From an optimization exercise on the open Yosys and OpenROAD flow, aimed at small area, a short achievable clock period and few clock cycles per item; shortcuts taken in it are not production practice.
No functional check of the RTL was part of any run shown here.
Power figures rest on the tool's default switching activity, not on a simulated workload.

==> flow/design.v, too long to show whole: its modules and the start of the top module <==
// module mulCore: 1401 lines
// module multiplierTop: 75 lines
module multiplierTop (
	input logic clk,
	input logic reset,
	input logic inValid,
	output logic inReady,
	input logic [35:0] inOperands,
	output logic outValid,
	input logic outReady,
	output logic [35:0] outProduct
);
  // ...
==> flow/run.sh <==
#!/bin/bash
# synth_recipe.tcl (not shown) runs the flow's synth.tcl, then flattens the netlist and writes it again
# the make line also repeats each setting of config.mk as NAME=value (left out here)
make -C /OpenROAD-flow-scripts/flow DESIGN_CONFIG=/design/flow/config.mk WORK_HOME=/design/flow/orfs CLKGATE_MAP_FILE= SYNTH_SCRIPT=/design/flow/synth_recipe.tcl finish
==> flow/config.mk <==
export PLATFORM = sky130hd
export DESIGN_NAME = multiplierTop
export DESIGN_NICKNAME = multiplierTop
export VERILOG_FILES = /design/flow/design.v
export SDC_FILE = /design/flow/constraint.sdc
export NUM_CORES = 4
export LEC_CHECK = 0
export CAP_MARGIN = 20
export CORE_MARGIN = 2
export CORE_UTILIZATION = 40
export SETUP_SLACK_MARGIN = 2.8
export SLEW_MARGIN = 20
==> flow/constraint.sdc <==
create_clock -name core_clock -period 5.0 [get_ports {clk}]
set_input_delay 1.0000 -clock core_clock [delete_from_list [all_inputs] [get_ports {clk}]]
set_output_delay 1.0000 -clock core_clock [all_outputs]
set_load 0.01 [all_outputs]
==> flow_summary.json, run 1 <==
{
  "cp_cell_sequence": "fa_2 -> a21oi_4 -> o22ai_4 -> a2111o_1 -> a221oi_4 -> o21ba_1 -> xnor2_1",
  "clk-power_w": 0.00283,
  "clk_pin_slew_ns": 0.06,
  "synthTopCellsByCount": "319 x edfxtp_1, 153 x a22oi_1, 149 x xnor2_1",
  "hold_ws_ns": 0.414,
  "die_w_microns": 222,
  "routed_wl_microns": 43300,
  "multi_input_area_share_pct": 35.4,
  "reg2reg_from": "mulCore_inst.r2_636",
  "hold_depth": 0,
  "grt_max_degree": 48,
  "core_sq_mm": 0.0468,
  "synth_flop_cell": "edfxtp_1",
  "hold_end": "prodReg[5][7]",
  "powerComb_w": 0.00539,
  "hp-start": "prodReg[4][7]",
  "hold_viol": 0,
  "clock-sinks": 362,
  "dominant_cells": "sequential cells",
  "cts_made_buffers": 40,
  "cap_violations": 0,
  "p_int_w": 0.00911,
  "status": "finished clean",
  "netlist_top_cells_area": "edfxtp_1 50%, fa_1 12%, xnor2_1 6.8%",
  "crit_family": "compound AO/OA/AOI/OAI gates",
  "largest-register": "prodReg",
  "place_ws_ns": 1.74,
  "die_height_microns": 222,
  "synth_nets": 1606
}
==> module mulCore, before the edit <==
module mulCore (
	input wire clk,
	input wire [2:0] en,
	input wire [35:0] ops,
	output wire [35:0] prod
);
	wire w1;
	wire w2;
	wire w3;
	wire w4;
	wire w5;
	wire w6;
	wire w7;
	wire w8;
	wire w9;
	wire w10;
	wire w11;
	wire w12;
	wire w13;
	wire w14;
	wire w15;
	wire w16;
	wire w17;
	wire w18;
	wire w64;
	wire w65;
	wire w66;
	wire w67;
	wire w68;
	wire w69;
	wire w70;
	wire w71;
	wire w72;
	wire w73;
	wire w74;
	wire w75;
	wire w76;
	wire w77;
	wire w78;
	wire w79;
	wire w80;
	wire w81;
	wire w82;
	wire w83;
	wire w84;
	wire w85;
	wire w86;
	wire w87;
	wire w88;
	wire w89;
	wire w90;
	wire w91;
	wire w92;
	wire w93;
	wire w94;
	wire w95;
	wire w96;
	wire w97;
	wire w98;
	wire w99;
	wire w100;
	wire w101;
	wire w102;
	wire w103;
	wire w104;
	wire w105;
	wire w106;
	wire w107;
	wire w108;
	wire w109;
	wire w110;
	wire w111;
	wire w112;
	wire w113;
	wire w114;
	wire w115;
	wire w116;
	wire w117;
	wire w118;
	wire w119;
	wire w120;
	wire w121;
	wire w122;
	wire w123;
	wire w124;
	wire w125;
	wire w126;
	wire w127;
	wire w128;
	wire w129;
	wire w130;
	wire w131;
	wire w132;
	wire w133;
	wire w134;
	wire w135;
	wire w136;
	wire w137;
	wire w138;
	wire w139;
	wire w140;
	wire w141;
	wire w142;
	wire w143;
	wire w144;
	wire w145;
	wire w146;
	wire w147;
	wire w148;
	wire w149;
	wire w150;
	wire w151;
	wire w152;
	wire w153;
	wire w154;
	wire w155;
	wire w156;
	wire w157;
	wire w158;
	wire w159;
	wire w160;
	wire w161;
	wire w162;
	wire w163;
	wire w164;
	wire w165;
	wire w166;
	wire w167;
	wire w168;
	wire w169;
	wire w170;
	wire w171;
	wire w172;
	wire w173;
	wire w174;
	wire w175;
	wire w176;
	wire w177;
	wire w178;
	wire w179;
	wire w180;
	wire w181;
	wire w182;
	wire w183;
	wire w184;
	wire w185;
	wire w186;
	wire w187;
	wire w188;
	wire w189;
	wire w190;
	wire w191;
	wire w192;
	wire w193;
	wire w194;
	wire w195;
	wire w196;
	wire w197;
	wire w198;
	wire w199;
	wire w200;
	wire w201;
	wire w202;
	wire w203;
	wire w204;
	wire w205;
	wire w206;
	wire w207;
	wire w208;
	wire w209;
	wire w210;
	wire w211;
	wire w212;
	wire w213;
	wire w214;
	wire w215;
	wire w216;
	wire w217;
	wire w218;
	wire w219;
	wire w220;
	wire w221;
	wire w222;
	wire w223;
	wire w224;
	wire w225;
	wire w226;
	wire w227;
	wire w228;
	wire w229;
	wire w230;
	wire w231;
	wire w232;
	wire w233;
	wire w234;
	wire w235;
	wire w236;
	wire w237;
	wire w238;
	wire w239;
	wire w240;
	wire w241;
	wire w242;
	wire w243;
	wire w244;
	wire w245;
	wire w246;
	wire w247;
	wire w248;
	wire w249;
	wire w250;
	wire w251;
	wire w252;
	wire w253;
	wire w254;
	wire w255;
	wire w256;
	wire w257;
	wire w258;
	wire w259;
	wire w260;
	wire w261;
	wire w262;
	wire w263;
	wire w264;
	wire w265;
	wire w266;
	wire w267;
	wire w268;
	wire w269;
	wire w270;
	wire w271;
	wire w272;
	wire w273;
	wire w274;
	wire w275;
	wire w276;
	wire w277;
	wire w278;
	wire w279;
	wire w280;
	wire w281;
	wire w282;
	wire w283;
	wire w284;
	wire w285;
	wire w286;
	wire w287;
	wire w288;
	wire w289;
	wire w290;
	wire w291;
	wire w292;
	wire w293;
	wire w294;
	wire w295;
	wire w296;
	wire w297;
	wire w298;
	wire w299;
	wire w300;
	wire w301;
	wire w302;
	wire w303;
	wire w304;
	wire w305;
	wire w306;
	wire w307;
	wire w308;
	wire w309;
	wire w310;
	wire w311;
	wire w312;
	wire w313;
	wire w314;
	wire w315;
	wire w316;
	wire w317;
	wire w318;
	wire w319;
	wire w320;
	wire w321;
	wire w322;
	wire w323;
	wire w324;
	wire w325;
	wire w326;
	wire w327;
	wire w328;
	wire w329;
	wire w330;
	wire w331;
	wire w332;
	wire w333;
	wire w334;
	wire w335;
	wire w336;
	wire w337;
	wire w338;
	wire w339;
	wire w340;
	wire w341;
	wire w342;
	wire w343;
	wire w344;
	wire w345;
	wire w346;
	wire w347;
	wire w348;
	wire w349;
	wire w350;
	wire w351;
	wire w352;
	wire w353;
	wire w354;
	wire w355;
	wire w356;
	wire w357;
	wire w358;
	wire w359;
	wire w360;
	wire w361;
	wire w362;
	wire w363;
	wire w364;
	wire w365;
	wire w366;
	wire w367;
	wire w368;
	wire w369;
	wire w370;
	wire w371;
	wire w372;
	wire w373;
	wire w374;
	wire w375;
	wire w376;
	wire w377;
	wire w378;
	wire w379;
	wire w380;
	wire w381;
	wire w382;
	wire w383;
	wire w384;
	wire w385;
	wire w386;
	wire w387;
	wire w388;
	wire w389;
	wire w390;
	wire w391;
	wire w392;
	wire w393;
	wire w394;
	wire w395;
	wire w396;
	wire w397;
	wire w398;
	wire w399;
	wire w400;
	wire w401;
	wire w402;
	wire w403;
	wire w404;
	wire w508;
	wire w509;
	wire w510;
	wire w511;
	wire w512;
	wire w513;
	wire w514;
	wire w515;
	wire w516;
	wire w517;
	wire w518;
	wire w519;
	wire w520;
	wire w521;
	wire w522;
	wire w523;
	wire w524;
	wire w525;
	wire w526;
	wire w527;
	wire w528;
	wire w529;
	wire w530;
	wire w531;
	wire w532;
	wire w533;
	wire w534;
	wire w535;
	wire w536;
	wire w537;
	wire w538;
	wire w539;
	wire w540;
	wire w541;
	wire w542;
	wire w543;
	wire w544;
	wire w545;
	wire w546;
	wire w547;
	wire w548;
	wire w549;
	wire w550;
	wire w551;
	wire w552;
	wire w553;
	wire w554;
	wire w555;
	wire w556;
	wire w557;
	wire w558;
	wire w559;
	wire w560;
	wire w561;
	wire w562;
	wire w563;
	wire w564;
	wire w565;
	wire w566;
	wire w567;
	wire w568;
	wire w569;
	wire w570;
	wire w571;
	wire w572;
	wire w573;
	wire w574;
	wire w575;
	wire w576;
	wire w577;
	wire w578;
	wire w579;
	wire w580;
	wire w581;
	wire w582;
	wire w583;
	wire w584;
	wire w585;
	wire w586;
	wire w587;
	wire w588;
	wire w589;
	wire w590;
	wire w591;
	wire w592;
	wire w593;
	wire w594;
	wire w595;
	wire w596;
	wire w597;
	wire w598;
	wire w599;
	wire w600;
	wire w601;
	wire w602;
	wire w603;
	wire w604;
	wire w605;
	wire w606;
	wire w607;
	wire w608;
	wire w609;
	wire w610;
	wire w611;
	wire w612;
	wire w613;
	wire w614;
	wire w615;
	wire w616;
	wire w617;
	wire w618;
	wire w619;
	wire w620;
	wire w621;
	wire w622;
	wire w623;
	wire w624;
	wire w625;
	wire [8:0] lo626;
	reg r0_19;
	reg r0_20;
	reg r0_21;
	reg r0_22;
	reg r0_23;
	reg r0_24;
	reg r0_25;
	reg r0_26;
	reg r0_27;
	reg r0_28;
	reg r0_29;
	reg r0_30;
	reg r0_31;
	reg r0_32;
	reg r0_33;
	reg r0_34;
	reg r0_35;
	reg r0_36;
	reg r0_37;
	reg r0_38;
	reg r0_39;
	reg r0_40;
	reg r0_41;
	reg r0_42;
	reg r0_43;
	reg r0_44;
	reg r0_45;
	reg r0_46;
	reg r0_47;
	reg r0_48;
	reg r0_49;
	reg r0_50;
	reg r0_51;
	reg r0_52;
	reg r0_53;
	reg r0_54;
	reg r0_55;
	reg r0_56;
	reg r0_57;
	reg r0_58;
	reg r0_59;
	reg r0_60;
	reg r0_61;
	reg r0_62;
	reg r0_63;
	reg r1_405;
	reg r1_406;
	reg r1_407;
	reg r1_408;
	reg r1_409;
	reg r1_410;
	reg r1_411;
	reg r1_412;
	reg r1_413;
	reg r1_414;
	reg r1_415;
	reg r1_416;
	reg r1_417;
	reg r1_418;
	reg r1_419;
	reg r1_420;
	reg r1_421;
	reg r1_422;
	reg r1_423;
	reg r1_424;
	reg r1_425;
	reg r1_426;
	reg r1_427;
	reg r1_428;
	reg r1_429;
	reg r1_430;
	reg r1_431;
	reg r1_432;
	reg r1_433;
	reg r1_434;
	reg r1_435;
	reg r1_436;
	reg r1_437;
	reg r1_438;
	reg r1_439;
	reg r1_440;
	reg r1_441;
	reg r1_442;
	reg r1_443;
	reg r1_444;
	reg r1_445;
	reg r1_446;
	reg r1_447;
	reg r1_448;
	reg r1_449;
	reg r1_450;
	reg r1_451;
	reg r1_452;
	reg r1_453;
	reg r1_454;
	reg r1_455;
	reg r1_456;
	reg r1_457;
	reg r1_458;
	reg r1_459;
	reg r1_460;
	reg r1_461;
	reg r1_462;
	reg r1_463;
	reg r1_464;
	reg r1_465;
	reg r1_466;
	reg r1_467;
	reg r1_468;
	reg r1_469;
	reg r1_470;
	reg r1_471;
	reg r1_472;
	reg r1_473;
	reg r1_474;
	reg r1_475;
	reg r1_476;
	reg r1_477;
	reg r1_478;
	reg r1_479;
	reg r1_480;
	reg r1_481;
	reg r1_482;
	reg r1_483;
	reg r1_484;
	reg r1_485;
	reg r1_486;
	reg r1_487;
	reg r1_488;
	reg r1_489;
	reg r1_490;
	reg r1_491;
	reg r1_492;
	reg r1_493;
	reg r1_494;
	reg r1_495;
	reg r1_496;
	reg r1_497;
	reg r1_498;
	reg r1_499;
	reg r1_500;
	reg r1_501;
	reg r1_502;
	reg r1_503;
	reg r1_504;
	reg r1_505;
	reg r1_506;
	reg r1_507;
	reg r2_627;
	reg r2_628;
	reg r2_629;
	reg r2_630;
	reg r2_631;
	reg r2_632;
	reg r2_633;
	reg r2_634;
	reg r2_635;
	reg r2_636;
	reg r2_637;
	reg r2_638;
	reg r2_639;
	reg r2_640;
	reg r2_641;
	reg r2_642;
	reg r2_643;
	reg r2_644;
	reg r2_645;
	reg r2_646;
	reg r2_647;
	reg r2_648;
	reg r2_649;
	reg r2_650;
	reg r2_651;
	reg r2_652;
	reg r2_653;
	reg r2_654;
	reg r2_655;
	reg r2_656;
	reg r2_657;
	reg r2_658;
	reg r2_659;
	reg r2_660;
	reg r2_661;
	reg r2_662;
	reg r2_663;
	reg r2_664;
	reg r2_665;
	reg r2_666;
	reg r2_667;
	reg r2_668;
	reg r2_669;
	reg r2_670;
	reg r2_671;
	reg r2_672;
	reg r2_673;
	reg r2_674;
	reg r2_675;
	reg r2_676;
	reg r2_677;
	reg r2_678;
	reg r2_679;
	reg r2_680;
	reg r2_681;
	reg r2_682;
	reg r2_683;
	reg r2_684;
	reg r2_685;
	reg r2_686;
	reg r2_687;
	reg r2_688;
	reg r2_689;
	assign w1 = ops[0];
	assign w2 = ops[1] & ~ops[0];
	assign w3 = ops[2] ^ ops[1];
	assign w4 = (ops[3] & ~ops[2] & ~ops[1]) | (~ops[3] & ops[2] & ops[1]);
	assign w5 = ops[4] ^ ops[3];
	assign w6 = (ops[5] & ~ops[4] & ~ops[3]) | (~ops[5] & ops[4] & ops[3]);
	assign w7 = ops[6] ^ ops[5];
	assign w8 = (ops[7] & ~ops[6] & ~ops[5]) | (~ops[7] & ops[6] & ops[5]);
	assign w9 = ops[8] ^ ops[7];
	assign w10 = (ops[9] & ~ops[8] & ~ops[7]) | (~ops[9] & ops[8] & ops[7]);
	assign w11 = ops[10] ^ ops[9];
	assign w12 = (ops[11] & ~ops[10] & ~ops[9]) | (~ops[11] & ops[10] & ops[9]);
	assign w13 = ops[12] ^ ops[11];
	assign w14 = (ops[13] & ~ops[12] & ~ops[11]) | (~ops[13] & ops[12] & ops[11]);
	assign w15 = ops[14] ^ ops[13];
	assign w16 = (ops[15] & ~ops[14] & ~ops[13]) | (~ops[15] & ops[14] & ops[13]);
	assign w17 = ops[16] ^ ops[15];
	assign w18 = (ops[17] & ~ops[16] & ~ops[15]) | (~ops[17] & ops[16] & ops[15]);
	assign w64 = ((r0_37 & r0_19)) ^ r0_55;
	assign w65 = ((r0_37 & r0_20) | (r0_46 & r0_19)) ^ r0_55;
	assign w66 = ((r0_37 & r0_21) | (r0_46 & r0_20)) ^ r0_55;
	assign w67 = ((r0_37 & r0_22) | (r0_46 & r0_21)) ^ r0_55;
	assign w68 = ((r0_37 & r0_23) | (r0_46 & r0_22)) ^ r0_55;
	assign w69 = ((r0_37 & r0_24) | (r0_46 & r0_23)) ^ r0_55;
	assign w70 = ((r0_37 & r0_25) | (r0_46 & r0_24)) ^ r0_55;
	assign w71 = ((r0_37 & r0_26) | (r0_46 & r0_25)) ^ r0_55;
	assign w72 = ((r0_37 & r0_27) | (r0_46 & r0_26)) ^ r0_55;
	assign w73 = ((r0_37 & r0_28) | (r0_46 & r0_27)) ^ r0_55;
	assign w74 = ((r0_37 & r0_29) | (r0_46 & r0_28)) ^ r0_55;
	assign w75 = ((r0_37 & r0_30) | (r0_46 & r0_29)) ^ r0_55;
	assign w76 = ((r0_37 & r0_31) | (r0_46 & r0_30)) ^ r0_55;
	assign w77 = ((r0_37 & r0_32) | (r0_46 & r0_31)) ^ r0_55;
	assign w78 = ((r0_37 & r0_33) | (r0_46 & r0_32)) ^ r0_55;
	assign w79 = ((r0_37 & r0_34) | (r0_46 & r0_33)) ^ r0_55;
	assign w80 = ((r0_37 & r0_35) | (r0_46 & r0_34)) ^ r0_55;
	assign w81 = ((r0_37 & r0_36) | (r0_46 & r0_35)) ^ r0_55;
	assign w82 = ~(((r0_37 & r0_36) | (r0_46 & r0_36)) ^ r0_55);
	assign w83 = ((r0_38 & r0_19)) ^ r0_56;
	assign w84 = ((r0_38 & r0_20) | (r0_47 & r0_19)) ^ r0_56;
	assign w85 = ((r0_38 & r0_21) | (r0_47 & r0_20)) ^ r0_56;
	assign w86 = ((r0_38 & r0_22) | (r0_47 & r0_21)) ^ r0_56;
	assign w87 = ((r0_38 & r0_23) | (r0_47 & r0_22)) ^ r0_56;
	assign w88 = ((r0_38 & r0_24) | (r0_47 & r0_23)) ^ r0_56;
	assign w89 = ((r0_38 & r0_25) | (r0_47 & r0_24)) ^ r0_56;
	assign w90 = ((r0_38 & r0_26) | (r0_47 & r0_25)) ^ r0_56;
	assign w91 = ((r0_38 & r0_27) | (r0_47 & r0_26)) ^ r0_56;
	assign w92 = ((r0_38 & r0_28) | (r0_47 & r0_27)) ^ r0_56;
	assign w93 = ((r0_38 & r0_29) | (r0_47 & r0_28)) ^ r0_56;
	assign w94 = ((r0_38 & r0_30) | (r0_47 & r0_29)) ^ r0_56;
	assign w95 = ((r0_38 & r0_31) | (r0_47 & r0_30)) ^ r0_56;
	assign w96 = ((r0_38 & r0_32) | (r0_47 & r0_31)) ^ r0_56;
	assign w97 = ((r0_38 & r0_33) | (r0_47 & r0_32)) ^ r0_56;
	assign w98 = ((r0_38 & r0_34) | (r0_47 & r0_33)) ^ r0_56;
	assign w99 = ((r0_38 & r0_35) | (r0_47 & r0_34)) ^ r0_56;
	assign w100 = ((r0_38 & r0_36) | (r0_47 & r0_35)) ^ r0_56;
	assign w101 = ~(((r0_38 & r0_36) | (r0_47 & r0_36)) ^ r0_56);
	assign w102 = ((r0_39 & r0_19)) ^ r0_57;
	assign w103 = ((r0_39 & r0_20) | (r0_48 & r0_19)) ^ r0_57;
	assign w104 = ((r0_39 & r0_21) | (r0_48 & r0_20)) ^ r0_57;
	assign w105 = ((r0_39 & r0_22) | (r0_48 & r0_21)) ^ r0_57;
	assign w106 = ((r0_39 & r0_23) | (r0_48 & r0_22)) ^ r0_57;
	assign w107 = ((r0_39 & r0_24) | (r0_48 & r0_23)) ^ r0_57;
	assign w108 = ((r0_39 & r0_25) | (r0_48 & r0_24)) ^ r0_57;
	assign w109 = ((r0_39 & r0_26) | (r0_48 & r0_25)) ^ r0_57;
	assign w110 = ((r0_39 & r0_27) | (r0_48 & r0_26)) ^ r0_57;
	assign w111 = ((r0_39 & r0_28) | (r0_48 & r0_27)) ^ r0_57;
	assign w112 = ((r0_39 & r0_29) | (r0_48 & r0_28)) ^ r0_57;
	assign w113 = ((r0_39 & r0_30) | (r0_48 & r0_29)) ^ r0_57;
	assign w114 = ((r0_39 & r0_31) | (r0_48 & r0_30)) ^ r0_57;
	assign w115 = ((r0_39 & r0_32) | (r0_48 & r0_31)) ^ r0_57;
	assign w116 = ((r0_39 & r0_33) | (r0_48 & r0_32)) ^ r0_57;
	assign w117 = ((r0_39 & r0_34) | (r0_48 & r0_33)) ^ r0_57;
	assign w118 = ((r0_39 & r0_35) | (r0_48 & r0_34)) ^ r0_57;
	assign w119 = ((r0_39 & r0_36) | (r0_48 & r0_35)) ^ r0_57;
	assign w120 = ~(((r0_39 & r0_36) | (r0_48 & r0_36)) ^ r0_57);
	assign w121 = ((r0_40 & r0_19)) ^ r0_58;
	assign w122 = ((r0_40 & r0_20) | (r0_49 & r0_19)) ^ r0_58;
	assign w123 = ((r0_40 & r0_21) | (r0_49 & r0_20)) ^ r0_58;
	assign w124 = ((r0_40 & r0_22) | (r0_49 & r0_21)) ^ r0_58;
	assign w125 = ((r0_40 & r0_23) | (r0_49 & r0_22)) ^ r0_58;
	assign w126 = ((r0_40 & r0_24) | (r0_49 & r0_23)) ^ r0_58;
	assign w127 = ((r0_40 & r0_25) | (r0_49 & r0_24)) ^ r0_58;
	assign w128 = ((r0_40 & r0_26) | (r0_49 & r0_25)) ^ r0_58;
	assign w129 = ((r0_40 & r0_27) | (r0_49 & r0_26)) ^ r0_58;
	assign w130 = ((r0_40 & r0_28) | (r0_49 & r0_27)) ^ r0_58;
	assign w131 = ((r0_40 & r0_29) | (r0_49 & r0_28)) ^ r0_58;
	assign w132 = ((r0_40 & r0_30) | (r0_49 & r0_29)) ^ r0_58;
	assign w133 = ((r0_40 & r0_31) | (r0_49 & r0_30)) ^ r0_58;
	assign w134 = ((r0_40 & r0_32) | (r0_49 & r0_31)) ^ r0_58;
	assign w135 = ((r0_40 & r0_33) | (r0_49 & r0_32)) ^ r0_58;
	assign w136 = ((r0_40 & r0_34) | (r0_49 & r0_33)) ^ r0_58;
	assign w137 = ((r0_40 & r0_35) | (r0_49 & r0_34)) ^ r0_58;
	assign w138 = ((r0_40 & r0_36) | (r0_49 & r0_35)) ^ r0_58;
	assign w139 = ~(((r0_40 & r0_36) | (r0_49 & r0_36)) ^ r0_58);
	assign w140 = ((r0_41 & r0_19)) ^ r0_59;
	assign w141 = ((r0_41 & r0_20) | (r0_50 & r0_19)) ^ r0_59;
	assign w142 = ((r0_41 & r0_21) | (r0_50 & r0_20)) ^ r0_59;
	assign w143 = ((r0_41 & r0_22) | (r0_50 & r0_21)) ^ r0_59;
	assign w144 = ((r0_41 & r0_23) | (r0_50 & r0_22)) ^ r0_59;
	assign w145 = ((r0_41 & r0_24) | (r0_50 & r0_23)) ^ r0_59;
	assign w146 = ((r0_41 & r0_25) | (r0_50 & r0_24)) ^ r0_59;
	assign w147 = ((r0_41 & r0_26) | (r0_50 & r0_25)) ^ r0_59;
	assign w148 = ((r0_41 & r0_27) | (r0_50 & r0_26)) ^ r0_59;
	assign w149 = ((r0_41 & r0_28) | (r0_50 & r0_27)) ^ r0_59;
	assign w150 = ((r0_41 & r0_29) | (r0_50 & r0_28)) ^ r0_59;
	assign w151 = ((r0_41 & r0_30) | (r0_50 & r0_29)) ^ r0_59;
	assign w152 = ((r0_41 & r0_31) | (r0_50 & r0_30)) ^ r0_59;
	assign w153 = ((r0_41 & r0_32) | (r0_50 & r0_31)) ^ r0_59;
	assign w154 = ((r0_41 & r0_33) | (r0_50 & r0_32)) ^ r0_59;
	assign w155 = ((r0_41 & r0_34) | (r0_50 & r0_33)) ^ r0_59;
	assign w156 = ((r0_41 & r0_35) | (r0_50 & r0_34)) ^ r0_59;
	assign w157 = ((r0_41 & r0_36) | (r0_50 & r0_35)) ^ r0_59;
	assign w158 = ~(((r0_41 & r0_36) | (r0_50 & r0_36)) ^ r0_59);
	assign w159 = ((r0_42 & r0_19)) ^ r0_60;
	assign w160 = ((r0_42 & r0_20) | (r0_51 & r0_19)) ^ r0_60;
	assign w161 = ((r0_42 & r0_21) | (r0_51 & r0_20)) ^ r0_60;
	assign w162 = ((r0_42 & r0_22) | (r0_51 & r0_21)) ^ r0_60;
	assign w163 = ((r0_42 & r0_23) | (r0_51 & r0_22)) ^ r0_60;
	assign w164 = ((r0_42 & r0_24) | (r0_51 & r0_23)) ^ r0_60;
	assign w165 = ((r0_42 & r0_25) | (r0_51 & r0_24)) ^ r0_60;
	assign w166 = ((r0_42 & r0_26) | (r0_51 & r0_25)) ^ r0_60;
	assign w167 = ((r0_42 & r0_27) | (r0_51 & r0_26)) ^ r0_60;
	assign w168 = ((r0_42 & r0_28) | (r0_51 & r0_27)) ^ r0_60;
	assign w169 = ((r0_42 & r0_29) | (r0_51 & r0_28)) ^ r0_60;
	assign w170 = ((r0_42 & r0_30) | (r0_51 & r0_29)) ^ r0_60;
	assign w171 = ((r0_42 & r0_31) | (r0_51 & r0_30)) ^ r0_60;
	assign w172 = ((r0_42 & r0_32) | (r0_51 & r0_31)) ^ r0_60;
	assign w173 = ((r0_42 & r0_33) | (r0_51 & r0_32)) ^ r0_60;
	assign w174 = ((r0_42 & r0_34) | (r0_51 & r0_33)) ^ r0_60;
	assign w175 = ((r0_42 & r0_35) | (r0_51 & r0_34)) ^ r0_60;
	assign w176 = ((r0_42 & r0_36) | (r0_51 & r0_35)) ^ r0_60;
	assign w177 = ~(((r0_42 & r0_36) | (r0_51 & r0_36)) ^ r0_60);
	assign w178 = ((r0_43 & r0_19)) ^ r0_61;
	assign w179 = ((r0_43 & r0_20) | (r0_52 & r0_19)) ^ r0_61;
	assign w180 = ((r0_43 & r0_21) | (r0_52 & r0_20)) ^ r0_61;
	assign w181 = ((r0_43 & r0_22) | (r0_52 & r0_21)) ^ r0_61;
	assign w182 = ((r0_43 & r0_23) | (r0_52 & r0_22)) ^ r0_61;
	assign w183 = ((r0_43 & r0_24) | (r0_52 & r0_23)) ^ r0_61;
	assign w184 = ((r0_43 & r0_25) | (r0_52 & r0_24)) ^ r0_61;
	assign w185 = ((r0_43 & r0_26) | (r0_52 & r0_25)) ^ r0_61;
	assign w186 = ((r0_43 & r0_27) | (r0_52 & r0_26)) ^ r0_61;
	assign w187 = ((r0_43 & r0_28) | (r0_52 & r0_27)) ^ r0_61;
	assign w188 = ((r0_43 & r0_29) | (r0_52 & r0_28)) ^ r0_61;
	assign w189 = ((r0_43 & r0_30) | (r0_52 & r0_29)) ^ r0_61;
	assign w190 = ((r0_43 & r0_31) | (r0_52 & r0_30)) ^ r0_61;
	assign w191 = ((r0_43 & r0_32) | (r0_52 & r0_31)) ^ r0_61;
	assign w192 = ((r0_43 & r0_33) | (r0_52 & r0_32)) ^ r0_61;
	assign w193 = ((r0_43 & r0_34) | (r0_52 & r0_33)) ^ r0_61;
	assign w194 = ((r0_43 & r0_35) | (r0_52 & r0_34)) ^ r0_61;
	assign w195 = ((r0_43 & r0_36) | (r0_52 & r0_35)) ^ r0_61;
	assign w196 = ~(((r0_43 & r0_36) | (r0_52 & r0_36)) ^ r0_61);
	assign w197 = ((r0_44 & r0_19)) ^ r0_62;
	assign w198 = ((r0_44 & r0_20) | (r0_53 & r0_19)) ^ r0_62;
	assign w199 = ((r0_44 & r0_21) | (r0_53 & r0_20)) ^ r0_62;
	assign w200 = ((r0_44 & r0_22) | (r0_53 & r0_21)) ^ r0_62;
	assign w201 = ((r0_44 & r0_23) | (r0_53 & r0_22)) ^ r0_62;
	assign w202 = ((r0_44 & r0_24) | (r0_53 & r0_23)) ^ r0_62;
	assign w203 = ((r0_44 & r0_25) | (r0_53 & r0_24)) ^ r0_62;
	assign w204 = ((r0_44 & r0_26) | (r0_53 & r0_25)) ^ r0_62;
	assign w205 = ((r0_44 & r0_27) | (r0_53 & r0_26)) ^ r0_62;
	assign w206 = ((r0_44 & r0_28) | (r0_53 & r0_27)) ^ r0_62;
	assign w207 = ((r0_44 & r0_29) | (r0_53 & r0_28)) ^ r0_62;
	assign w208 = ((r0_44 & r0_30) | (r0_53 & r0_29)) ^ r0_62;
	assign w209 = ((r0_44 & r0_31) | (r0_53 & r0_30)) ^ r0_62;
	assign w210 = ((r0_44 & r0_32) | (r0_53 & r0_31)) ^ r0_62;
	assign w211 = ((r0_44 & r0_33) | (r0_53 & r0_32)) ^ r0_62;
	assign w212 = ((r0_44 & r0_34) | (r0_53 & r0_33)) ^ r0_62;
	assign w213 = ((r0_44 & r0_35) | (r0_53 & r0_34)) ^ r0_62;
	assign w214 = ((r0_44 & r0_36) | (r0_53 & r0_35)) ^ r0_62;
	assign w215 = ~(((r0_44 & r0_36) | (r0_53 & r0_36)) ^ r0_62);
	assign w216 = ((r0_45 & r0_19)) ^ r0_63;
	assign w217 = ((r0_45 & r0_20) | (r0_54 & r0_19)) ^ r0_63;
	assign w218 = ((r0_45 & r0_21) | (r0_54 & r0_20)) ^ r0_63;
	assign w219 = ((r0_45 & r0_22) | (r0_54 & r0_21)) ^ r0_63;
	assign w220 = ((r0_45 & r0_23) | (r0_54 & r0_22)) ^ r0_63;
	assign w221 = ((r0_45 & r0_24) | (r0_54 & r0_23)) ^ r0_63;
	assign w222 = ((r0_45 & r0_25) | (r0_54 & r0_24)) ^ r0_63;
	assign w223 = ((r0_45 & r0_26) | (r0_54 & r0_25)) ^ r0_63;
	assign w224 = ((r0_45 & r0_27) | (r0_54 & r0_26)) ^ r0_63;
	assign w225 = ((r0_45 & r0_28) | (r0_54 & r0_27)) ^ r0_63;
	assign w226 = ((r0_45 & r0_29) | (r0_54 & r0_28)) ^ r0_63;
	assign w227 = ((r0_45 & r0_30) | (r0_54 & r0_29)) ^ r0_63;
	assign w228 = ((r0_45 & r0_31) | (r0_54 & r0_30)) ^ r0_63;
	assign w229 = ((r0_45 & r0_32) | (r0_54 & r0_31)) ^ r0_63;
	assign w230 = ((r0_45 & r0_33) | (r0_54 & r0_32)) ^ r0_63;
	assign w231 = ((r0_45 & r0_34) | (r0_54 & r0_33)) ^ r0_63;
	assign w232 = ((r0_45 & r0_35) | (r0_54 & r0_34)) ^ r0_63;
	assign w233 = ((r0_45 & r0_36) | (r0_54 & r0_35)) ^ r0_63;
	assign w234 = ~(((r0_45 & r0_36) | (r0_54 & r0_36)) ^ r0_63);
	assign w235 = r0_56 ^ w66 ^ w83;
	assign w236 = (r0_56 & w66) | (r0_56 & w83) | (w66 & w83);
	assign w237 = w67 ^ w84 ^ w236;
	assign w238 = (w67 & w84) | (w67 & w236) | (w84 & w236);
	assign w239 = r0_57 ^ w68 ^ w85;
	assign w240 = (r0_57 & w68) | (r0_57 & w85) | (w68 & w85);
	assign w241 = w69 ^ w86 ^ w103;
	assign w242 = (w69 & w86) | (w69 & w103) | (w86 & w103);
	assign w243 = r0_58 ^ w70 ^ w87;
	assign w244 = (r0_58 & w70) | (r0_58 & w87) | (w70 & w87);
	assign w245 = w104 ^ w121 ^ w242;
	assign w246 = (w104 & w121) | (w104 & w242) | (w121 & w242);
	assign w247 = w71 ^ w88 ^ w105;
	assign w248 = (w71 & w88) | (w71 & w105) | (w88 & w105);
	assign w249 = w122 ^ w244 ^ w247;
	assign w250 = (w122 & w244) | (w122 & w247) | (w244 & w247);
	assign w251 = r0_59 ^ w72 ^ w89;
	assign w252 = (r0_59 & w72) | (r0_59 & w89) | (w72 & w89);
	assign w253 = w106 ^ w123 ^ w140;
	assign w254 = (w106 & w123) | (w106 & w140) | (w123 & w140);
	assign w255 = w248 ^ w251 ^ w253;
	assign w256 = (w248 & w251) | (w248 & w253) | (w251 & w253);
	assign w257 = w73 ^ w90 ^ w107;
	assign w258 = (w73 & w90) | (w73 & w107) | (w90 & w107);
	assign w259 = w124 ^ w141 ^ w252;
	assign w260 = (w124 & w141) | (w124 & w252) | (w141 & w252);
	assign w261 = r0_60 ^ w74 ^ w91;
	assign w262 = (r0_60 & w74) | (r0_60 & w91) | (w74 & w91);
	assign w263 = w108 ^ w125 ^ w142;
	assign w264 = (w108 & w125) | (w108 & w142) | (w125 & w142);
	assign w265 = w159 ^ w258 ^ w261;
	assign w266 = (w159 & w258) | (w159 & w261) | (w258 & w261);
	assign w267 = w75 ^ w92 ^ w109;
	assign w268 = (w75 & w92) | (w75 & w109) | (w92 & w109);
	assign w269 = w126 ^ w143 ^ w160;
	assign w270 = (w126 & w143) | (w126 & w160) | (w143 & w160);
	assign w271 = w262 ^ w264 ^ w267;
	assign w272 = (w262 & w264) | (w262 & w267) | (w264 & w267);
	assign w273 = r0_61 ^ w76 ^ w93;
	assign w274 = (r0_61 & w76) | (r0_61 & w93) | (w76 & w93);
	assign w275 = w110 ^ w127 ^ w144;
	assign w276 = (w110 & w127) | (w110 & w144) | (w127 & w144);
	assign w277 = w161 ^ w178 ^ w268;
	assign w278 = (w161 & w178) | (w161 & w268) | (w178 & w268);
	assign w279 = w270 ^ w273 ^ w275;
	assign w280 = (w270 & w273) | (w270 & w275) | (w273 & w275);
	assign w281 = w77 ^ w94 ^ w111;
	assign w282 = (w77 & w94) | (w77 & w111) | (w94 & w111);
	assign w283 = w128 ^ w145 ^ w162;
	assign w284 = (w128 & w145) | (w128 & w162) | (w145 & w162);
	assign w285 = w179 ^ w274 ^ w276;
	assign w286 = (w179 & w274) | (w179 & w276) | (w274 & w276);
	assign w287 = r0_62 ^ w78 ^ w95;
	assign w288 = (r0_62 & w78) | (r0_62 & w95) | (w78 & w95);
	assign w289 = w112 ^ w129 ^ w146;
	assign w290 = (w112 & w129) | (w112 & w146) | (w129 & w146);
	assign w291 = w163 ^ w180 ^ w197;
	assign w292 = (w163 & w180) | (w163 & w197) | (w180 & w197);
	assign w293 = w282 ^ w284 ^ w287;
	assign w294 = (w282 & w284) | (w282 & w287) | (w284 & w287);
	assign w295 = w79 ^ w96 ^ w113;
	assign w296 = (w79 & w96) | (w79 & w113) | (w96 & w113);
	assign w297 = w130 ^ w147 ^ w164;
	assign w298 = (w130 & w147) | (w130 & w164) | (w147 & w164);
	assign w299 = w181 ^ w198 ^ w288;
	assign w300 = (w181 & w198) | (w181 & w288) | (w198 & w288);
	assign w301 = w290 ^ w292 ^ w295;
	assign w302 = (w290 & w292) | (w290 & w295) | (w292 & w295);
	assign w303 = r0_63 ^ w80 ^ w97;
	assign w304 = (r0_63 & w80) | (r0_63 & w97) | (w80 & w97);
	assign w305 = w114 ^ w131 ^ w148;
	assign w306 = (w114 & w131) | (w114 & w148) | (w131 & w148);
	assign w307 = w165 ^ w182 ^ w199;
	assign w308 = (w165 & w182) | (w165 & w199) | (w182 & w199);
	assign w309 = w216 ^ w296 ^ w298;
	assign w310 = (w216 & w296) | (w216 & w298) | (w296 & w298);
	assign w311 = w303 ^ w305 ^ w307;
	assign w312 = (w303 & w305) | (w303 & w307) | (w305 & w307);
	assign w313 = w81 ^ w98 ^ w115;
	assign w314 = (w81 & w98) | (w81 & w115) | (w98 & w115);
	assign w315 = w132 ^ w149 ^ w166;
	assign w316 = (w132 & w149) | (w132 & w166) | (w149 & w166);
	assign w317 = w183 ^ w200 ^ w217;
	assign w318 = (w183 & w200) | (w183 & w217) | (w200 & w217);
	assign w319 = w304 ^ w306 ^ w308;
	assign w320 = (w304 & w306) | (w304 & w308) | (w306 & w308);
	assign w321 = w313 ^ w315 ^ w317;
	assign w322 = (w313 & w315) | (w313 & w317) | (w315 & w317);
	assign w323 = 1'b1 ^ w82 ^ w99;
	assign w324 = (1'b1 & w82) | (1'b1 & w99) | (w82 & w99);
	assign w325 = w116 ^ w133 ^ w150;
	assign w326 = (w116 & w133) | (w116 & w150) | (w133 & w150);
	assign w327 = w167 ^ w184 ^ w201;
	assign w328 = (w167 & w184) | (w167 & w201) | (w184 & w201);
	assign w329 = w218 ^ w314 ^ w316;
	assign w330 = (w218 & w314) | (w218 & w316) | (w314 & w316);
	assign w331 = w318 ^ w323 ^ w325;
	assign w332 = (w318 & w323) | (w318 & w325) | (w323 & w325);
	assign w333 = 1'b1 ^ w100 ^ w117;
	assign w334 = (1'b1 & w100) | (1'b1 & w117) | (w100 & w117);
	assign w335 = w134 ^ w151 ^ w168;
	assign w336 = (w134 & w151) | (w134 & w168) | (w151 & w168);
	assign w337 = w185 ^ w202 ^ w219;
	assign w338 = (w185 & w202) | (w185 & w219) | (w202 & w219);
	assign w339 = w324 ^ w326 ^ w328;
	assign w340 = (w324 & w326) | (w324 & w328) | (w326 & w328);
	assign w341 = w333 ^ w335 ^ w337;
	assign w342 = (w333 & w335) | (w333 & w337) | (w335 & w337);
	assign w343 = w101 ^ w118 ^ w135;
	assign w344 = (w101 & w118) | (w101 & w135) | (w118 & w135);
	assign w345 = w152 ^ w169 ^ w186;
	assign w346 = (w152 & w169) | (w152 & w186) | (w169 & w186);
	assign w347 = w203 ^ w220 ^ w334;
	assign w348 = (w203 & w220) | (w203 & w334) | (w220 & w334);
	assign w349 = w336 ^ w338 ^ w343;
	assign w350 = (w336 & w338) | (w336 & w343) | (w338 & w343);
	assign w351 = 1'b1 ^ w119 ^ w136;
	assign w352 = (1'b1 & w119) | (1'b1 & w136) | (w119 & w136);
	assign w353 = w153 ^ w170 ^ w187;
	assign w354 = (w153 & w170) | (w153 & w187) | (w170 & w187);
	assign w355 = w204 ^ w221 ^ w344;
	assign w356 = (w204 & w221) | (w204 & w344) | (w221 & w344);
	assign w357 = w346 ^ w351 ^ w353;
	assign w358 = (w346 & w351) | (w346 & w353) | (w351 & w353);
	assign w359 = w120 ^ w137 ^ w154;
	assign w360 = (w120 & w137) | (w120 & w154) | (w137 & w154);
	assign w361 = w171 ^ w188 ^ w205;
	assign w362 = (w171 & w188) | (w171 & w205) | (w188 & w205);
	assign w363 = w222 ^ w352 ^ w354;
	assign w364 = (w222 & w352) | (w222 & w354) | (w352 & w354);
	assign w365 = 1'b1 ^ w138 ^ w155;
	assign w366 = (1'b1 & w138) | (1'b1 & w155) | (w138 & w155);
	assign w367 = w172 ^ w189 ^ w206;
	assign w368 = (w172 & w189) | (w172 & w206) | (w189 & w206);
	assign w369 = w223 ^ w360 ^ w362;
	assign w370 = (w223 & w360) | (w223 & w362) | (w360 & w362);
	assign w371 = w139 ^ w156 ^ w173;
	assign w372 = (w139 & w156) | (w139 & w173) | (w156 & w173);
	assign w373 = w190 ^ w207 ^ w224;
	assign w374 = (w190 & w207) | (w190 & w224) | (w207 & w224);
	assign w375 = w366 ^ w368 ^ w371;
	assign w376 = (w366 & w368) | (w366 & w371) | (w368 & w371);
	assign w377 = 1'b1 ^ w157 ^ w174;
	assign w378 = (1'b1 & w157) | (1'b1 & w174) | (w157 & w174);
	assign w379 = w191 ^ w208 ^ w225;
	assign w380 = (w191 & w208) | (w191 & w225) | (w208 & w225);
	assign w381 = w372 ^ w374 ^ w377;
	assign w382 = (w372 & w374) | (w372 & w377) | (w374 & w377);
	assign w383 = w158 ^ w175 ^ w192;
	assign w384 = (w158 & w175) | (w158 & w192) | (w175 & w192);
	assign w385 = w209 ^ w226 ^ w378;
	assign w386 = (w209 & w226) | (w209 & w378) | (w226 & w378);
	assign w387 = 1'b1 ^ w176 ^ w193;
	assign w388 = (1'b1 & w176) | (1'b1 & w193) | (w176 & w193);
	assign w389 = w210 ^ w227 ^ w384;
	assign w390 = (w210 & w227) | (w210 & w384) | (w227 & w384);
	assign w391 = w177 ^ w194 ^ w211;
	assign w392 = (w177 & w194) | (w177 & w211) | (w194 & w211);
	assign w393 = w228 ^ w388 ^ w391;
	assign w394 = (w228 & w388) | (w228 & w391) | (w388 & w391);
	assign w395 = 1'b1 ^ w195 ^ w212;
	assign w396 = (1'b1 & w195) | (1'b1 & w212) | (w195 & w212);
	assign w397 = w229 ^ w392 ^ w395;
	assign w398 = (w229 & w392) | (w229 & w395) | (w392 & w395);
	assign w399 = w196 ^ w213 ^ w230;
	assign w400 = (w196 & w213) | (w196 & w230) | (w213 & w230);
	assign w401 = 1'b1 ^ w214 ^ w231;
	assign w402 = (1'b1 & w214) | (1'b1 & w231) | (w214 & w231);
	assign w403 = w215 ^ w232 ^ w402;
	assign w404 = (w215 & w232) | (w215 & w402) | (w232 & w402);
	assign w508 = r1_410 ^ r1_411;
	assign w509 = r1_410 & r1_411;
	assign w510 = r1_413 ^ r1_414;
	assign w511 = r1_413 & r1_414;
	assign w512 = r1_415 ^ r1_416;
	assign w513 = r1_415 & r1_416;
	assign w514 = r1_417 ^ r1_418;
	assign w515 = r1_417 & r1_418;
	assign w516 = r1_419 ^ r1_420;
	assign w517 = r1_419 & r1_420;
	assign w518 = r1_421 ^ r1_422 ^ r1_423;
	assign w519 = (r1_421 & r1_422) | (r1_421 & r1_423) | (r1_422 & r1_423);
	assign w520 = r1_424 ^ w517;
	assign w521 = r1_424 & w517;
	assign w522 = r1_425 ^ r1_426 ^ r1_427;
	assign w523 = (r1_425 & r1_426) | (r1_425 & r1_427) | (r1_426 & r1_427);
	assign w524 = w519 ^ w521;
	assign w525 = w519 & w521;
	assign w526 = r1_428 ^ r1_429 ^ r1_430;
	assign w527 = (r1_428 & r1_429) | (r1_428 & r1_430) | (r1_429 & r1_430);
	assign w528 = w523 ^ w526;
	assign w529 = w523 & w526;
	assign w530 = r1_431 ^ r1_432 ^ r1_433;
	assign w531 = (r1_431 & r1_432) | (r1_431 & r1_433) | (r1_432 & r1_433);
	assign w532 = w527 ^ w530;
	assign w533 = w527 & w530;
	assign w534 = r1_434 ^ r1_435 ^ r1_436;
	assign w535 = (r1_434 & r1_435) | (r1_434 & r1_436) | (r1_435 & r1_436);
	assign w536 = r1_437 ^ r1_438 ^ w531;
	assign w537 = (r1_437 & r1_438) | (r1_437 & w531) | (r1_438 & w531);
	assign w538 = w534 ^ w533;
	assign w539 = w534 & w533;
	assign w540 = r1_439 ^ r1_440 ^ r1_441;
	assign w541 = (r1_439 & r1_440) | (r1_439 & r1_441) | (r1_440 & r1_441);
	assign w542 = r1_442 ^ w535 ^ w540;
	assign w543 = (r1_442 & w535) | (r1_442 & w540) | (w535 & w540);
	assign w544 = w537 ^ w539;
	assign w545 = w537 & w539;
	assign w546 = r1_443 ^ r1_444 ^ r1_445;
	assign w547 = (r1_443 & r1_444) | (r1_443 & r1_445) | (r1_444 & r1_445);
	assign w548 = r1_446 ^ w541 ^ w546;
	assign w549 = (r1_446 & w541) | (r1_446 & w546) | (w541 & w546);
	assign w550 = w543 ^ w548;
	assign w551 = w543 & w548;
	assign w552 = r1_447 ^ r1_448 ^ r1_449;
	assign w553 = (r1_447 & r1_448) | (r1_447 & r1_449) | (r1_448 & r1_449);
	assign w554 = r1_450 ^ w547 ^ w552;
	assign w555 = (r1_450 & w547) | (r1_450 & w552) | (w547 & w552);
	assign w556 = w549 ^ w554;
	assign w557 = w549 & w554;
	assign w558 = r1_451 ^ r1_452 ^ r1_453;
	assign w559 = (r1_451 & r1_452) | (r1_451 & r1_453) | (r1_452 & r1_453);
	assign w560 = r1_454 ^ w553 ^ w558;
	assign w561 = (r1_454 & w553) | (r1_454 & w558) | (w553 & w558);
	assign w562 = w555 ^ w560;
	assign w563 = w555 & w560;
	assign w564 = r1_455 ^ r1_456 ^ r1_457;
	assign w565 = (r1_455 & r1_456) | (r1_455 & r1_457) | (r1_456 & r1_457);
	assign w566 = r1_458 ^ r1_459 ^ w559;
	assign w567 = (r1_458 & r1_459) | (r1_458 & w559) | (r1_459 & w559);
	assign w568 = w564 ^ w561 ^ w566;
	assign w569 = (w564 & w561) | (w564 & w566) | (w561 & w566);
	assign w570 = r1_460 ^ r1_461 ^ r1_462;
	assign w571 = (r1_460 & r1_461) | (r1_460 & r1_462) | (r1_461 & r1_462);
	assign w572 = r1_463 ^ w565 ^ w570;
	assign w573 = (r1_463 & w565) | (r1_463 & w570) | (w565 & w570);
	assign w574 = w567 ^ w572;
	assign w575 = w567 & w572;
	assign w576 = r1_464 ^ r1_465 ^ r1_466;
	assign w577 = (r1_464 & r1_465) | (r1_464 & r1_466) | (r1_465 & r1_466);
	assign w578 = r1_467 ^ r1_468 ^ w571;
	assign w579 = (r1_467 & r1_468) | (r1_467 & w571) | (r1_468 & w571);
	assign w580 = w576 ^ w573 ^ w578;
	assign w581 = (w576 & w573) | (w576 & w578) | (w573 & w578);
	assign w582 = r1_469 ^ r1_470 ^ r1_471;
	assign w583 = (r1_469 & r1_470) | (r1_469 & r1_471) | (r1_470 & r1_471);
	assign w584 = r1_472 ^ w577 ^ w582;
	assign w585 = (r1_472 & w577) | (r1_472 & w582) | (w577 & w582);
	assign w586 = w579 ^ w584;
	assign w587 = w579 & w584;
	assign w588 = r1_473 ^ r1_474 ^ r1_475;
	assign w589 = (r1_473 & r1_474) | (r1_473 & r1_475) | (r1_474 & r1_475);
	assign w590 = r1_476 ^ r1_477 ^ w583;
	assign w591 = (r1_476 & r1_477) | (r1_476 & w583) | (r1_477 & w583);
	assign w592 = w588 ^ w585 ^ w590;
	assign w593 = (w588 & w585) | (w588 & w590) | (w585 & w590);
	assign w594 = r1_478 ^ r1_479 ^ r1_480;
	assign w595 = (r1_478 & r1_479) | (r1_478 & r1_480) | (r1_479 & r1_480);
	assign w596 = r1_481 ^ w589 ^ w594;
	assign w597 = (r1_481 & w589) | (r1_481 & w594) | (w589 & w594);
	assign w598 = w591 ^ w596;
	assign w599 = w591 & w596;
	assign w600 = r1_482 ^ r1_483 ^ r1_484;
	assign w601 = (r1_482 & r1_483) | (r1_482 & r1_484) | (r1_483 & r1_484);
	assign w602 = w595 ^ w600 ^ w597;
	assign w603 = (w595 & w600) | (w595 & w597) | (w600 & w597);
	assign w604 = r1_485 ^ r1_486 ^ r1_487;
	assign w605 = (r1_485 & r1_486) | (r1_485 & r1_487) | (r1_486 & r1_487);
	assign w606 = w601 ^ w604;
	assign w607 = w601 & w604;
	assign w608 = r1_488 ^ r1_489 ^ r1_490;
	assign w609 = (r1_488 & r1_489) | (r1_488 & r1_490) | (r1_489 & r1_490);
	assign w610 = r1_491 ^ w605 ^ w608;
	assign w611 = (r1_491 & w605) | (r1_491 & w608) | (w605 & w608);
	assign w612 = r1_492 ^ r1_493 ^ r1_494;
	assign w613 = (r1_492 & r1_493) | (r1_492 & r1_494) | (r1_493 & r1_494);
	assign w614 = w609 ^ w612;
	assign w615 = w609 & w612;
	assign w616 = r1_495 ^ r1_496 ^ w613;
	assign w617 = (r1_495 & r1_496) | (r1_495 & w613) | (r1_496 & w613);
	assign w618 = r1_497 ^ r1_498;
	assign w619 = r1_497 & r1_498;
	assign w620 = r1_499 ^ r1_500 ^ r1_501;
	assign w621 = (r1_499 & r1_500) | (r1_499 & r1_501) | (r1_500 & r1_501);
	assign w622 = r1_502 ^ r1_503;
	assign w623 = r1_502 & r1_503;
	assign w624 = 1'b1 ^ r1_505;
	assign w625 = 1'b1 & r1_505;
	assign lo626 = {1'b0, w513, w511, w509, r1_412, r1_409, r1_408, r1_407, r1_405} + {1'b0, w514, w512, w510, w508, 1'b0, 1'b0, 1'b0, r1_406};
	always @(posedge clk) begin
		if (en[0]) begin
			r0_19 <= ops[18];
			r0_20 <= ops[19];
			r0_21 <= ops[20];
			r0_22 <= ops[21];
			r0_23 <= ops[22];
			r0_24 <= ops[23];
			r0_25 <= ops[24];
			r0_26 <= ops[25];
			r0_27 <= ops[26];
			r0_28 <= ops[27];
			r0_29 <= ops[28];
			r0_30 <= ops[29];
			r0_31 <= ops[30];
			r0_32 <= ops[31];
			r0_33 <= ops[32];
			r0_34 <= ops[33];
			r0_35 <= ops[34];
			r0_36 <= ops[35];
			r0_37 <= w1;
			r0_38 <= w3;
			r0_39 <= w5;
			r0_40 <= w7;
			r0_41 <= w9;
			r0_42 <= w11;
			r0_43 <= w13;
			r0_44 <= w15;
			r0_45 <= w17;
			r0_46 <= w2;
			r0_47 <= w4;
			r0_48 <= w6;
			r0_49 <= w8;
			r0_50 <= w10;
			r0_51 <= w12;
			r0_52 <= w14;
			r0_53 <= w16;
			r0_54 <= w18;
			r0_55 <= ops[1];
			r0_56 <= ops[3];
			r0_57 <= ops[5];
			r0_58 <= ops[7];
			r0_59 <= ops[9];
			r0_60 <= ops[11];
			r0_61 <= ops[13];
			r0_62 <= ops[15];
			r0_63 <= ops[17];
		end
	end
	always @(posedge clk) begin
		if (en[1]) begin
			r1_405 <= r0_55;
			r1_406 <= w64;
			r1_407 <= w65;
			r1_408 <= w235;
			r1_409 <= w237;
			r1_410 <= w102;
			r1_411 <= w239;
			r1_412 <= w238;
			r1_413 <= w240;
			r1_414 <= w241;
			r1_415 <= w243;
			r1_416 <= w245;
			r1_417 <= w246;
			r1_418 <= w249;
			r1_419 <= w250;
			r1_420 <= w255;
			r1_421 <= w254;
			r1_422 <= w257;
			r1_423 <= w256;
			r1_424 <= w259;
			r1_425 <= w263;
			r1_426 <= w260;
			r1_427 <= w265;
			r1_428 <= w269;
			r1_429 <= w266;
			r1_430 <= w271;
			r1_431 <= w272;
			r1_432 <= w277;
			r1_433 <= w279;
			r1_434 <= w281;
			r1_435 <= w283;
			r1_436 <= w278;
			r1_437 <= w280;
			r1_438 <= w285;
			r1_439 <= w289;
			r1_440 <= w291;
			r1_441 <= w286;
			r1_442 <= w293;
			r1_443 <= w297;
			r1_444 <= w294;
			r1_445 <= w299;
			r1_446 <= w301;
			r1_447 <= w300;
			r1_448 <= w302;
			r1_449 <= w309;
			r1_450 <= w311;
			r1_451 <= w310;
			r1_452 <= w312;
			r1_453 <= w319;
			r1_454 <= w321;
			r1_455 <= w327;
			r1_456 <= w320;
			r1_457 <= w322;
			r1_458 <= w329;
			r1_459 <= w331;
			r1_460 <= w330;
			r1_461 <= w332;
			r1_462 <= w339;
			r1_463 <= w341;
			r1_464 <= w345;
			r1_465 <= w340;
			r1_466 <= w342;
			r1_467 <= w347;
			r1_468 <= w349;
			r1_469 <= w348;
			r1_470 <= w350;
			r1_471 <= w355;
			r1_472 <= w357;
			r1_473 <= w359;
			r1_474 <= w361;
			r1_475 <= w356;
			r1_476 <= w358;
			r1_477 <= w363;
			r1_478 <= w365;
			r1_479 <= w367;
			r1_480 <= w364;
			r1_481 <= w369;
			r1_482 <= w373;
			r1_483 <= w370;
			r1_484 <= w375;
			r1_485 <= w379;
			r1_486 <= w376;
			r1_487 <= w381;
			r1_488 <= w380;
			r1_489 <= w383;
			r1_490 <= w382;
			r1_491 <= w385;
			r1_492 <= w387;
			r1_493 <= w386;
			r1_494 <= w389;
			r1_495 <= w390;
			r1_496 <= w393;
			r1_497 <= w394;
			r1_498 <= w397;
			r1_499 <= w396;
			r1_500 <= w399;
			r1_501 <= w398;
			r1_502 <= w400;
			r1_503 <= w401;
			r1_504 <= w403;
			r1_505 <= w233;
			r1_506 <= w404;
			r1_507 <= w234;
		end
	end
	always @(posedge clk) begin
		if (en[2]) begin
			r2_627 <= lo626[0];
			r2_628 <= lo626[1];
			r2_629 <= lo626[2];
			r2_630 <= lo626[3];
			r2_631 <= lo626[4];
			r2_632 <= lo626[5];
			r2_633 <= lo626[6];
			r2_634 <= lo626[7];
			r2_635 <= lo626[8];
			r2_636 <= w515;
			r2_637 <= w516;
			r2_638 <= w518;
			r2_639 <= w520;
			r2_640 <= w522;
			r2_641 <= w524;
			r2_642 <= w525;
			r2_643 <= w528;
			r2_644 <= w529;
			r2_645 <= w532;
			r2_646 <= w536;
			r2_647 <= w538;
			r2_648 <= w542;
			r2_649 <= w544;
			r2_650 <= w545;
			r2_651 <= w550;
			r2_652 <= w551;
			r2_653 <= w556;
			r2_654 <= w557;
			r2_655 <= w562;
			r2_656 <= w563;
			r2_657 <= w568;
			r2_658 <= w574;
			r2_659 <= w569;
			r2_660 <= w575;
			r2_661 <= w580;
			r2_662 <= w586;
			r2_663 <= w581;
			r2_664 <= w587;
			r2_665 <= w592;
			r2_666 <= w598;
			r2_667 <= w593;
			r2_668 <= w599;
			r2_669 <= w602;
			r2_670 <= w606;
			r2_671 <= w603;
			r2_672 <= w607;
			r2_673 <= w610;
			r2_674 <= w614;
			r2_675 <= w611;
			r2_676 <= w615;
			r2_677 <= w616;
			r2_678 <= w618;
			r2_679 <= w617;
			r2_680 <= w619;
			r2_681 <= w620;
			r2_682 <= w622;
			r2_683 <= w621;
			r2_684 <= r1_504;
			r2_685 <= w623;
			r2_686 <= r1_506;
			r2_687 <= w624;
			r2_688 <= r1_507;
			r2_689 <= w625;
		end
	end
	wire [27:0] hiA = {1'b1, r2_688, r2_686, r2_684, r2_682, r2_680, r2_678, r2_676, r2_674, r2_672, r2_670, r2_668, r2_666, r2_664, r2_662, r2_660, r2_658, r2_656, r2_654, r2_652, r2_650, r2_648, r2_646, r2_644, r2_642, r2_640, r2_638, r2_636};
	wire [27:0] hiB = {1'b0, r2_689, r2_687, r2_685, r2_683, r2_681, r2_679, r2_677, r2_675, r2_673, r2_671, r2_669, r2_667, r2_665, r2_663, r2_661, r2_659, r2_657, r2_655, r2_653, r2_651, r2_649, r2_647, r2_645, r2_643, r2_641, r2_639, r2_637};
	wire [28:0] hiSum = {hiA, 1'b1} + {hiB, r2_635};
	assign prod = {hiSum[28:1], r2_634, r2_633, r2_632, r2_631, r2_630, r2_629, r2_628, r2_627};
endmodule
==> inputs of run 2 (changes only) <==
--- a/flow/design.v
+++ b/flow/design.v
@@ -488,7 +488,7 @@
 	wire w623;
 	wire w624;
 	wire w625;
-	wire [8:0] lo626;
+	wire [16:0] lo626;
 	reg r0_19;
 	reg r0_20;
 	reg r0_21;
@@ -692,14 +692,6 @@
 	reg r2_679;
 	reg r2_680;
 	reg r2_681;
-	reg r2_682;
-	reg r2_683;
-	reg r2_684;
-	reg r2_685;
-	reg r2_686;
-	reg r2_687;
-	reg r2_688;
-	reg r2_689;
 	assign w1 = ops[0];
 	assign w2 = ops[1] & ~ops[0];
 	assign w3 = ops[2] ^ ops[1];
@@ -1177,7 +1169,7 @@
 	assign w623 = r1_502 & r1_503;
 	assign w624 = 1'b1 ^ r1_505;
 	assign w625 = 1'b1 & r1_505;
-	assign lo626 = {1'b0, w513, w511, w509, r1_412, r1_409, r1_408, r1_407, r1_405} + {1'b0, w514, w512, w510, w508, 1'b0, 1'b0, 1'b0, r1_406};
+	assign lo626 = {1'b0, w545, w542, w536, w529, w525, w522, w518, w515, w513, w511, w509, r1_412, r1_409, r1_408, r1_407, r1_405} + {1'b0, w550, w544, w538, w532, w528, w524, w520, w516, w514, w512, w510, w508, 1'b0, 1'b0, 1'b0, r1_406};
 	always @(posedge clk) begin
 		if (en[0]) begin
 			r0_19 <= ops[18];
@@ -1345,66 +1337,58 @@
 			r2_633 <= lo626[6];
 			r2_634 <= lo626[7];
 			r2_635 <= lo626[8];
-			r2_636 <= w515;
-			r2_637 <= w516;
-			r2_638 <= w518;
-			r2_639 <= w520;
-			r2_640 <= w522;
-			r2_641 <= w524;
-			r2_642 <= w525;
-			r2_643 <= w528;
-			r2_644 <= w529;
-			r2_645 <= w532;
-			r2_646 <= w536;
-			r2_647 <= w538;
-			r2_648 <= w542;
-			r2_649 <= w544;
-			r2_650 <= w545;
-			r2_651 <= w550;
-			r2_652 <= w551;
-			r2_653 <= w556;
-			r2_654 <= w557;
-			r2_655 <= w562;
-			r2_656 <= w563;
-			r2_657 <= w568;
-			r2_658 <= w574;
-			r2_659 <= w569;
-			r2_660 <= w575;
-			r2_661 <= w580;
-			r2_662 <= w586;
-			r2_663 <= w581;
-			r2_664 <= w587;
-			r2_665 <= w592;
-			r2_666 <= w598;
-			r2_667 <= w593;
-			r2_668 <= w599;
-			r2_669 <= w602;
-			r2_670 <= w606;
-			r2_671 <= w603;
-			r2_672 <= w607;
-			r2_673 <= w610;
-			r2_674 <= w614;
-			r2_675 <= w611;
-			r2_676 <= w615;
-			r2_677 <= w616;
-			r2_678 <= w618;
-			r2_679 <= w617;
-			r2_680 <= w619;
-			r2_681 <= w620;
-			r2_682 <= w622;
-			r2_683 <= w621;
-			r2_684 <= r1_504;
-			r2_685 <= w623;
-			r2_686 <= r1_506;
-			r2_687 <= w624;
-			r2_688 <= r1_507;
-			r2_689 <= w625;
+			r2_636 <= lo626[9];
+			r2_637 <= lo626[10];
+			r2_638 <= lo626[11];
+			r2_639 <= lo626[12];
+			r2_640 <= lo626[13];
+			r2_641 <= lo626[14];
+			r2_642 <= lo626[15];
+			r2_643 <= lo626[16];
+			r2_644 <= w551;
+			r2_645 <= w556;
+			r2_646 <= w557;
+			r2_647 <= w562;
+			r2_648 <= w563;
+			r2_649 <= w568;
+			r2_650 <= w574;
+			r2_651 <= w569;
+			r2_652 <= w575;
+			r2_653 <= w580;
+			r2_654 <= w586;
+			r2_655 <= w581;
+			r2_656 <= w587;
+			r2_657 <= w592;
+			r2_658 <= w598;
+			r2_659 <= w593;
+			r2_660 <= w599;
+			r2_661 <= w602;
+			r2_662 <= w606;
+			r2_663 <= w603;
+			r2_664 <= w607;
+			r2_665 <= w610;
+			r2_666 <= w614;
+			r2_667 <= w611;
+			r2_668 <= w615;
+			r2_669 <= w616;
+			r2_670 <= w618;
+			r2_671 <= w617;
+			r2_672 <= w619;
+			r2_673 <= w620;
+			r2_674 <= w622;
+			r2_675 <= w621;
+			r2_676 <= r1_504;
+			r2_677 <= w623;
+			r2_678 <= r1_506;
+			r2_679 <= w624;
+			r2_680 <= r1_507;
+			r2_681 <= w625;
 		end
 	end
-	wire [27:0] hiA = {1'b1, r2_688, r2_686, r2_684, r2_682, r2_680, r2_678, r2_676, r2_674, r2_672, r2_670, r2_668, r2_666, r2_664, r2_662, r2_660, r2_658, r2_656, r2_654, r2_652, r2_650, r2_648, r2_646, r2_644, r2_642, r2_640, r2_638, r2_636};
-	wire [27:0] hiB = {1'b0, r2_689, r2_687, r2_685, r2_683, r2_681, r2_679, r2_677, r2_675, r2_673, r2_671, r2_669, r2_667, r2_665, r2_663, r2_661, r2_659, r2_657, r2_655, r2_653, r2_651, r2_649, r2_647, r2_645, r2_643, r2_641, r2_639, r2_637};
-	wire [28:0] hiSum = {hiA, 1'b1} + {hiB, r2_635};
-	assign prod = {hiSum[28:1], r2_634, r2_633, r2_632, r2_631, r2_630, r2_629, r2_628, r2_627};
+	wire [19:0] hiA = {1'b1, r2_680, r2_678, r2_676, r2_674, r2_672, r2_670, r2_668, r2_666, r2_664, r2_662, r2_660, r2_658, r2_656, r2_654, r2_652, r2_650, r2_648, r2_646, r2_644};
+	wire [19:0] hiB = {1'b0, r2_681, r2_679, r2_677, r2_675, r2_673, r2_671, r2_669, r2_667, r2_665, r2_663, r2_661, r2_659, r2_657, r2_655, r2_653, r2_651, r2_649, r2_647, r2_645};
+	wire [20:0] hiSum = {hiA, 1'b1} + {hiB, r2_643};
+	assign prod = {hiSum[20:1], r2_642, r2_641, r2_640, r2_639, r2_638, r2_637, r2_636, r2_635, r2_634, r2_633, r2_632, r2_631, r2_630, r2_629, r2_628, r2_627};
 endmodule
 `default_nettype wire
 `default_nettype none
==> flow_summary.json, run 2 <==
{
  "clock-sinks": 354,
  "reg2reg_from": "mulCore_inst.r1_431",
  "grt_use_total_pct": 17.3,
  "finalNetCount": 1788,
  "grt_pass1_wl_microns": 64300,
  "max-slew-margin-rel_pct": 61.6,
  "num_vias": 11071,
  "rr_worst_depth": 8,
  "final_common_cell": "edfxtp_1",
  "critPathCaptureType": "flip-flop",
  "fill_cells": 3831,
  "dieArea_sq_mm": 0.0485,
  "pwr_density_cell_mw_per_mm2": 620,
  "min_path_type": "flip-flop to flip-flop",
  "timing.final.crit_period_ns": 2.55,
  "rr_endpoint": "mulCore_inst.r2_643",
  "routed_wl_microns": 40600,
  "cap_violations": 0,
  "core_sq_mm": 0.0464,
  "synth_area_per_cell_sq_um": 13.7,
  "yosys_warnings": 3,
  "path_max_fanout": 4,
  "areaGrowthSynthToFinish_pct": 30.0,
  "netlist_top_cells_area": "edfxtp_1 50%, fa_1 12%, xnor2_1 7.3%",
  "antenna_cells": 0,
  "largest_reg_flops": 108,
  "synth_edf_count": 311,
  "hold_depth": 0,
  "cts.htree.levels": 2,
  "num_rows": 79,
  "synthTopCellsByCount": "311 x edfxtp_1, 156 x xnor2_1, 153 x a22oi_1",
  "async_flop_share_pct": 0,
  "hold_buffers": 0,
  "cp-start-kind": "flip-flop",
  "grt_setup_unrepaired": "yes",
  "ant_nets": 0,
  "synth_nets": 1582,
  "drtIter0Drc": 514,
  "ys_ff_latch": 354,
  "status": "finished clean",
  "hp-start": "prodReg[4][0]",
  "timing.fmax_ghz": 0.393,
  "grt_pass1_vias": 11591,
  "mostFrequentLayoutCells": "311 x edfxtp_1, 138 x xnor2_1, 117 x buf_4",
  "yosysMostFrequentCell": "edfxtp_1",
  "drive_above_1_share_pct": 31.1,
  "largest-register": "prodReg",
  "grt-ovfl-total": 0,
  "die_w_microns": 220,
  "skew_ns": 0.0257,
  "cts_made_buffers": 37,
  "gp_congestion": 0.834,
  "syn_area_sq_mm": 0.0187,
  "fin_crit_sh_pct": 51.0,
  "r2r_slack_ns": 2.45,
  "hold_end": "prodReg[5][0]",
  "die_height_microns": 220,
  "path_class": "flip-flop to flip-flop",
  "hold_viol": 0,
  "ys_seq_area_share_pct": 54.5,
  "synth_top_area_share_pct": 49.9,
  "synthCells": 1366,
  "grt_max_degree": 48,
  "synth_top_area_cell": "edfxtp_1",
  "clk_pin_slew_ns": 0.06,
  "crit_required_ns": 5.29,
  "synth_flop_cell": "edfxtp_1",
  "clk_path_buf_depth": 3,
  "cp.arrival_ns": 2.83,
  "io_pins": 78,
  "routed_via_density": 5.01
}
-- run 2: cell types whose count changed after synthesis, moves of 5 or more --
cell / delta
buf_2: +13
xor2_1: -8
nor3_1: +5
clkbuf_1: -21
a21o_1: -6
edfxtp_1: -8
nor2_1: +10
xnor2_1: +7
nand2_1: -5
inv_1: +7
-- run 2: layout make-up --
type	count	area (sq um)	share of cell area [%]
clock inverters	17	268	1.10
repair inverters	3	22.5	0.0926
repair buffers	255	2740	11.3
clock buffers	51	1050	4.32
well taps	607	759	3.12
multi-input cells	783	8760	36.0
inverters	138	527	2.16
flip-flops and latches	354	10200	41.9
-- run 2: worst max-delay path by stage --
stage / end / cells after the start / slack [ns] / start
floorplan: mulCore_inst.r2_627 / 4 / 2.33 / outReady
global placement: mulCore_inst.r2_678 / 5 / 1.51 / outReady
detailed placement: mulCore_inst.r2_678 / 5 / 1.48 / outReady
CTS: mulCore_inst.r2_642 / 8 / 2.53 / mulCore_inst.r1_439
global route: mulCore_inst.r2_643 / 8 / 2.40 / mulCore_inst.r1_431
finish: mulCore_inst.r2_643 / 8 / 2.45 / mulCore_inst.r1_431
-- run 2: routing by layer --
metal / vias to the layer above / GRT usage (%) / wire length (microns)
li1: 5212 / - / -
met1: 5426 / 22.7 / 17400
met2: 333 / 28.2 / 19300
met3: 100 / 3.42 / 2430
met4: 0 / 6.71 / 1400
met5: - / 0 / 0
-- run 2: power breakdown --
| part | switching (W) | internal, W |
|---|---|---|
| sequential | 0.000352 | 0.00484 |
| clock | 0.00111 | 0.00184 |
| combinational | 0.00352 | 0.00342 |
| total | 0.00498 | 0.0101 |
-- run 2: critical path, cell delays in order, from the launching register on --
cell	delay (ns)
edfxtp_1	0.40
fa_2	0.61
ha_4	0.14
ha_4	0.20
ha_4	0.27
a21o_1	0.20
a21oi_1	0.21
o21ai_2	0.08
a21o_1	0.18
-- run 2: through the flow --
| stage | power [W] | hold slack, ns | std cells | area, sq um | worst slack (ns) |
|---|---|---|---|---|---|
| after floorplan | 0.00946 | 0.400 | 1366 | 19300 | 2.33 |
| after global placement | 0.0109 | 0.401 | 1968 | 20300 | 1.51 |
| after detailed placement | 0.0110 | 0.405 | 1968 | 20300 | 1.48 |
| after CTS | 0.0145 | 0.414 | 2190 | 23600 | 2.53 |
| after global routing | 0.0162 | 0.421 | 2208 | 24300 | 2.40 |
| final | 0.0151 | 0.414 | 2208 | 24300 | 2.45 |
-- run 2: kinds of logic (layout without fill, tap and decap cells) --
kind of cell               Yosys count  in the layout  synth area share [%]
DFF                                354            354                  54.5
AOI/OAI and AO/OA                  245            245                  9.41
buffers and inverters              231            464                  4.80
xor gates and xnor gates           208            208                  9.73
adders and majority gates          176            176                  16.3
and+or+nand+nor                    113            115                  2.99
muxes                               39             39                  2.24
-- run 2: repair_timing --
item	in CTS	in global routing
pin swaps	67	78
setup buffers	147	18
endpoints found under the setup margin	336	198
cloned	7	0
gates resized for setup	164	136

Check on run 2: ideal ports give 2.452 ns setup slack; a clkbuf_16 on the clock port and buf_2 on the inputs give 2.452 ns; moving port delays by the midpoint clock arrival (0.589 ns) as well gives 2.452 ns.
